What follows belongs to an exercise in optimizing a design on an open flow for small area, a short achievable clock period and few clock cycles; a production flow would make more cautious choices.
In this exercise RTL edits were held to simulation tests only and were not proved equivalent to the original.
No activity file was given, so power comes from the tool's default toggle rates.

==> flow/run.sh <==
#!/bin/bash
# synth_recipe.tcl (not shown) runs the flow's synth.tcl, then flattens the netlist and writes it again
# the make line also repeats each setting of config.mk as NAME=value (left out here)
make -C /OpenROAD-flow-scripts/flow DESIGN_CONFIG=/design/flow/config.mk WORK_HOME=/design/flow/orfs CLKGATE_MAP_FILE= SYNTH_SCRIPT=/design/flow/synth_recipe.tcl finish
==> flow/design.v <==
package isms_pkg;
  localparam int CAPACITY  = 64;
  localparam int CNT_W     = $clog2(CAPACITY + 1);
  localparam int VAL_W     = 32;
  localparam int CNT_OUT_W = 7;
  localparam logic [1:0] OP_INSERT = 2'd0;
  localparam logic [1:0] OP_REMOVE = 2'd1;
  localparam logic [1:0] OP_QUERY  = 2'd2;
  localparam logic [1:0] OP_CLEAR  = 2'd3;
  localparam logic [1:0] STAT_DONE      = 2'd0;
  localparam logic [1:0] STAT_DUPLICATE = 2'd1;
  localparam logic [1:0] STAT_NOT_FOUND = 2'd2;
  localparam logic [1:0] STAT_FULL      = 2'd3;
  localparam int N_ENTRY = 8;
endpackage
import isms_pkg::*;
module integer_set_membership_table (
  input  logic                                clk,
  input  logic                                rst,
  input  logic                                in_valid,
  output logic                                in_ready,
  input  logic [1:0]                          op,
  input  logic signed [isms_pkg::VAL_W-1:0]   value,
  output logic                                out_valid,
  input  logic                                out_ready,
  output logic                                was_present,
  output logic [1:0]                          status,
  output logic [isms_pkg::CNT_OUT_W-1:0]      member_count
);
  localparam int N = CAPACITY;
  localparam int W = VAL_W;
  localparam int S = N / N_ENTRY;
  logic         rq_v;
  logic [1:0]   rq_op;
  logic [W-1:0] rq_key;
  logic [N-1:0][W-1:0] ring;
  logic [N-1:0]        ring_v;
  logic [W-1:0]        pend;
  logic                pend_v;
  logic [CNT_W-1:0]    count;
  logic [1:0] q_n;
  logic [9:0] q0, q1;
  logic [N-1:0] hit;
  logic         pend_hit;
  logic         present;
  for (genvar p = 0; p < N; p++) begin : g_cmp
    assign hit[p] = ring_v[p] && (ring[p] == rq_key);
  end
  assign pend_hit = pend_v && (pend == rq_key);
  assign present  = (|hit) || pend_hit;
  logic [N_ENTRY-1:0] hole;
  logic [N_ENTRY-1:0] take;
  logic               drain;
  for (genvar j = 0; j < N_ENTRY; j++) begin : g_hole
    assign hole[j] = !ring_v[(j * S + N - 1) % N];
  end
  always_comb begin
    take = '0;
    for (int j = N_ENTRY - 1; j >= 0; j--) begin
      if (hole[j]) take = N_ENTRY'(1) << j;
    end
  end
  assign drain = pend_v && (|hole);
  logic go, is_ins, is_rem, is_clr, full, ins_ok, rm;
  assign is_ins = (rq_op == OP_INSERT);
  assign is_rem = (rq_op == OP_REMOVE);
  assign is_clr = (rq_op == OP_CLEAR);
  assign go     = rq_v && !q_n[1] && !(is_ins && pend_v && !(|hole));
  assign full   = (count == CNT_W'(CAPACITY));
  assign ins_ok = go && is_ins && !present && !full;
  assign rm     = go && is_rem;
  assign in_ready = !rq_v || go;
  logic [1:0]       stat;
  logic [CNT_W-1:0] count_next;
  always_comb begin
    stat       = STAT_DONE;
    count_next = count;
    case (rq_op)
      OP_INSERT: begin
        if (present)   stat = STAT_DUPLICATE;
        else if (full) stat = STAT_FULL;
        else           count_next = count + CNT_W'(1);
      end
      OP_REMOVE: begin
        if (!present)  stat = STAT_NOT_FOUND;
        else           count_next = count - CNT_W'(1);
      end
      OP_CLEAR:        count_next = '0;
      default: ;
    endcase
  end
  logic [9:0] res;
  assign res = {present && !is_clr, stat, CNT_OUT_W'(count_next)};
  always_ff @(posedge clk) begin
    for (int p = 0; p < N; p++) begin
      if (p % S == 0 && take[p / S] && pend_v)
        ring[p] <= pend;
      else
        ring[p] <= ring[(p + N - 1) % N];
    end
  end
  always_ff @(posedge clk) begin
    if (rst) begin
      ring_v <= '0;
      pend_v <= 1'b0;
      count  <= '0;
    end else begin
      for (int p = 0; p < N; p++) begin
        if (p % S == 0 && take[p / S] && pend_v)
          ring_v[p] <= !(rm && pend_hit) && !(go && is_clr);
        else
          ring_v[p] <= ring_v[(p + N - 1) % N] && !(rm && hit[(p + N - 1) % N])
                       && !(go && is_clr);
      end
      if (go && is_clr)          pend_v <= 1'b0;
      else if (ins_ok)           pend_v <= 1'b1;
      else if (drain)            pend_v <= 1'b0;
      else if (rm && pend_hit)   pend_v <= 1'b0;
      if (go) count <= count_next;
    end
  end
  always_ff @(posedge clk) begin
    if (go && is_ins && (!pend_v || drain)) pend <= rq_key;
  end
  always_ff @(posedge clk) begin
    if (rst) begin
      rq_v <= 1'b0;
    end else begin
      if (in_valid && in_ready) rq_v <= 1'b1;
      else if (go)              rq_v <= 1'b0;
    end
  end
  always_ff @(posedge clk) begin
    if (in_ready) begin
      rq_op  <= op;
      rq_key <= value;
    end
  end
  logic pop;
  assign pop = q_n[0] && out_ready;
  always_ff @(posedge clk) begin
    if (rst) begin
      q_n <= 2'b00;
    end else begin
      case ({go, pop})
        2'b10:   q_n <= {q_n[0], 1'b1};
        2'b01:   q_n <= {1'b0, q_n[1]};
        default: ;
      endcase
    end
  end
  always_ff @(posedge clk) begin
    if (pop) begin
      q0 <= (go && !q_n[1]) ? res : q1;
      if (go) q1 <= res;
    end else if (go) begin
      if (!q_n[0]) q0 <= res;
      else         q1 <= res;
    end
  end
  assign out_valid    = q_n[0];
  assign was_present  = q0[9];
  assign status       = q0[8:7];
  assign member_count = q0[6:0];
endmodule
==> flow/config.mk <==
export PLATFORM = sky130hd
export DESIGN_NAME = integer_set_membership_table
export DESIGN_NICKNAME = integer_set_membership_table
export VERILOG_FILES = /design/flow/design.v
export SDC_FILE = /design/flow/constraint.sdc
export NUM_CORES = 4
export LEC_CHECK = 0
export CAP_MARGIN = 20
export CORE_MARGIN = 2
export CORE_UTILIZATION = 40
export SLEW_MARGIN = 20
==> flow/constraint.sdc <==
create_clock -name core_clock -period 6.0 [get_ports {clk}]
set_input_delay 1.2000 -clock core_clock [delete_from_list [all_inputs] [get_ports {clk}]]
set_output_delay 1.2000 -clock core_clock [all_outputs]
set_load 0.01 [all_outputs]
==> results.tsv <==
stage	metric	value	unit
sta	max_freq	198	MHz
routing	maxUsedRoutingLayer	met5	
routing	drt-initial-drc-count	5290	
worst_setup_path	reg2regPathDepth	13	
worst_setup_path	cp_slowest_stage_delay	0.55	ns
global_routing	grt_pass1_vias	47100	
worst_setup_path	end_kind	output pin	
placement	post-place-ws	1.20	ns
finish	final_nets	6175	
placement	gp_congestion	0.940	
routing	viasPerCell	5.31	
sta	drv_slew	0	
sta	hold_viol_final	0	
sta	fin_setup_tns	0	ns
routing	wirelength	273	mm
hold_path	min_from	ring[1192]	
yosys	synth_ff_type	dfxtp_1	
cts	htreeDepth	4	
placement	place_inst	8416	
finish	syn_to_final_growth	13.4	%
routing	drt_drc_violations_left	0	
worst_setup_path	cp-start-kind	register	
hold_path	min_path_cells	0	
placement	hpwl	183	mm
routing	wl_per_cell	30.8	microns
floorplan	core_area	188000	sq um
worst_setup_path	r2r_start	rq_key[2]	
floorplan	initial_core_util	40.3	%
routing	drt_pass1_iterations	6	
flow_run	maxCapViolCount	0	
worst_setup_path	required	4.80	ns
yosys	syn-cell-area	75800	sq um
floorplan	pin_count	50	
power_and_ir_drop	p_sw	7.72	mW
sta	min_period_over_period	84.3	%
cts	root_buffer	clkbuf_16	
sta	skew	0.0571	ns
routing	drtAntennaViolNets	0	
yosys	syn-instance-count	6033	
floorplan	num_rows	159	
finish	layout_commonest_cell	dfxtp_1	
power_and_ir_drop	swShare	24.5	%
floorplan	dieArea	193000	sq um
power_and_ir_drop	finalPower	31.5	mW
finish	final_cell_area	85900	sq um
routing	dr_wl_met2	122	mm
global_routing	grt_max_degree	68	
worst_setup_path	r2r_end	q0[4]	
hold_path	hold_class	reg -> reg	
placement	dpl_cell_area	78500	sq um
routing	routed-via-count	47000	
yosys	synth_edf_count	86	
cts	ctsResizeCount	0	
placement	port-buffer-count	49	
yosys	postSynthAreaPerCell	12.6	sq um
cts	hold_buffers	0	
sta	setup_ws	0.940	ns
power_and_ir_drop	p_int	23.8	mW
cts	cts_tree	done	
power_and_ir_drop	power_density	367	nW/um^2
sta	rsz0062_at_grt	false	
sta	slew_headroom	22.0	%
yosys	synth_cell_type_count	80	
floorplan	die_h	439	microns
power_and_ir_drop	pwr-share-clk	44.0	%
hold_path	holdPathEnd	ring[1224]	
yosys	synth_warnings	1	
finish	layout-drive-gt1-share	12.7	%
global_routing	grt_pass1_wl	374	mm
worst_setup_path	worst-path-max-fanout	14	
finish	finish.utilization	45.7	%
cts	cts.sinks	2209	
sta	worst-slew-pin-transition	1.17	ns
run_status	status	no timing/DRC/antenna violations	
finish	final_cell_mix	dfxtp_1, xor2_1, xnor2_1	
worst_setup_path	cp_cell_sequence	nand2_1, nor2_1, and3_1, and3_1, a31oi_1, buf_4, inv_1, buf_4, nand2_2, clkdlybuf4s50_1	
sta	whs	0.326	ns
power_and_ir_drop	combPwrFrac	7.8	%
global_routing	antenna_found_initial	25	
global_routing	globalRouteTotalUtil	27.7	%
global_routing	overflow	0	
worst_setup_path	critPathKind	reg -> out	
worst_setup_path	cp.arrival	3.86	ns
worst_setup_path	reg2reg_slack	1.03	ns
worst_setup_path	slowest_stage	dfxtp_1	
yosys	seq_area_frac_synth	59.5	%
cts	clkSlewWorstSetupHoldPaths	0.06	ns
cts	post_cts_buffers	0	
sta	final-setup-viol-count	0	
power_and_ir_drop	leakagePower	33.8	nW
yosys	async_flop_share	0	%
power_and_ir_drop	p_seq_share	48.1	%
yosys	syn-num-nets	6075	
sta	period_minus_slack	5.06	ns
yosys	ys_ff_latch	2209	
power_and_ir_drop	ir_worst_vdd	292	uV
routing	met3_length	22.3	mm
finish	final_cells	8855	
cts	clockBufferDepth	3	
routing	wirelength_met1	114	mm
floorplan	die_x	439	microns
cts	clock_latency	0.86	ns
cts	numCtsBuffers	210	
-- synthesized netlist by cell type (5+ instances only) --
cell type | count | area, sq um
dfxtp_1 | 2123 | 42500
xor2_1 | 1312 | 11500
xnor2_1 | 738 | 6460
nor4_1 | 333 | 2080
mux2_2 | 261 | 2940
nand4_1 | 214 | 1340
buf_6 | 117 | 1320
nand3_1 | 96 | 480
buf_4 | 94 | 706
edfxtp_1 | 86 | 2580
nor2_1 | 85 | 319
nand2_1 | 82 | 308
nor3_1 | 67 | 335
o21ai_0 | 58 | 290
clkbuf_1 | 40 | 150
buf_1 | 38 | 143
or4_1 | 31 | 233
inv_1 | 27 | 101
nand2b_1 | 22 | 138
a21oi_1 | 21 | 105
and3_1 | 18 | 113
buf_8 | 16 | 240
nor2b_1 | 13 | 81.3
or3_1 | 13 | 81.3
o2111ai_1 | 9 | 78.8
buf_12 | 8 | 160
o211a_1 | 7 | 70.1
a2111oi_0 | 5 | 43.8
mux2i_1 | 5 | 50.1
-- metal layers --
metal  up-vias  GRT usage, %
met1     23600          36.2
met4         4          15.6
met2      2475          42.5
met5         -             0
li1      20300             -
met3       670          5.79
-- area by class of cell --
type                            count  area (sq um)
Clock inverter                     76           972
Antenna cell                       45           113
Clock buffer                      318          6330
Fill cell                       16900        102000
Inverter                           29           109
Multi-Input combinational cell   3476         27900
Sequential cell                  2209         45100
Tap cell                         2495          3120
Timing Repair Buffer              207          2280
-- registers in the layout, summed over array words and instances, names as in the netlist --
register  cells
q_n           2
pend_v        1
q0           10
count         7
q1           10
rq_key       32
pend         32
rq_op         2
rq_v          1
ring       2048
ring_v       64
-- how the worst max path moves through the flow --
stage	start	to	slack, ns	cells past startpoint
finish	ring_v[7]	in_ready	0.94	10
global route	ring_v[7]	in_ready	0.91	10
floorplan	pend_v	in_ready	2.51	8
detailed placement	rq_key[2]	q0[4]	1.20	13
CTS	ring_v[7]	in_ready	0.99	10
global placement	rq_key[1]	q0[5]	1.08	10
-- power groups by stage --
stage          registers [mW]  logic (mW)  clock network (mW)
6_report                 15.2        2.47                13.9
4_1_cts                  15.2        2.42                13.9
3_3_place_gp             15.5        2.40                   0
5_1_grt                  15.2        2.57                14.6
2_1_floorplan            15.4        1.69                   0
3_5_place_dp             15.5        2.40                   0
-- worst max-delay path: cells and delay by family (launching register included) --
| family | cells | cell delay (ns) |
|---|---|---|
| simple gates | 5 | 1.26 |
| flops | 1 | 0.55 |
| compound gates | 1 | 0.13 |
| buf+inv | 4 | 1.05 |
-- cell families after synthesis --
| family | Yosys count | share of synthesized area [%] |
|---|---|---|
| DFF | 2209 | 59.5 |
| xor gates and xnor gates | 2051 | 23.7 |
| and+or+nand+nor | 1001 | 7.62 |
| buffers and inverters | 348 | 3.77 |
| muxes | 268 | 3.97 |
| AOI/OAI and AO/OA | 152 | 1.39 |
| adders and majority gates | 4 | 0.0660 |
Testbench counts, summed over its fixed seeds: cycles 5,622.

afterwards: timing with drivers on the ports:
No port has a modelled driver above. Below, the same layout with a new extraction and two added sets of constraints.
Step 1 assumes that a clkbuf_16 drives the clock port and a buf_2 every other input.
Step 2 also shifts input and output timing later by t, the mid clock arrival at the registers, as if the neighbouring blocks saw the same clock.
Three values: ideal ports, drivers, drivers and shift; two values: the first two.
shift t [ns]: 0.916
setup WS [ns]: 0.940 / 0.853 / 1.034
hold slack, ns: 0.326 / 0.326 / 0.326
slew at the worst register clock pin (ns): 0.07 / 0.07
cell pins on the clock port's net: 1
After both steps setup and hold are still met in this run. The setup slack of this run moves by -0.087 ns with the drivers and by +0.094 ns with both steps.
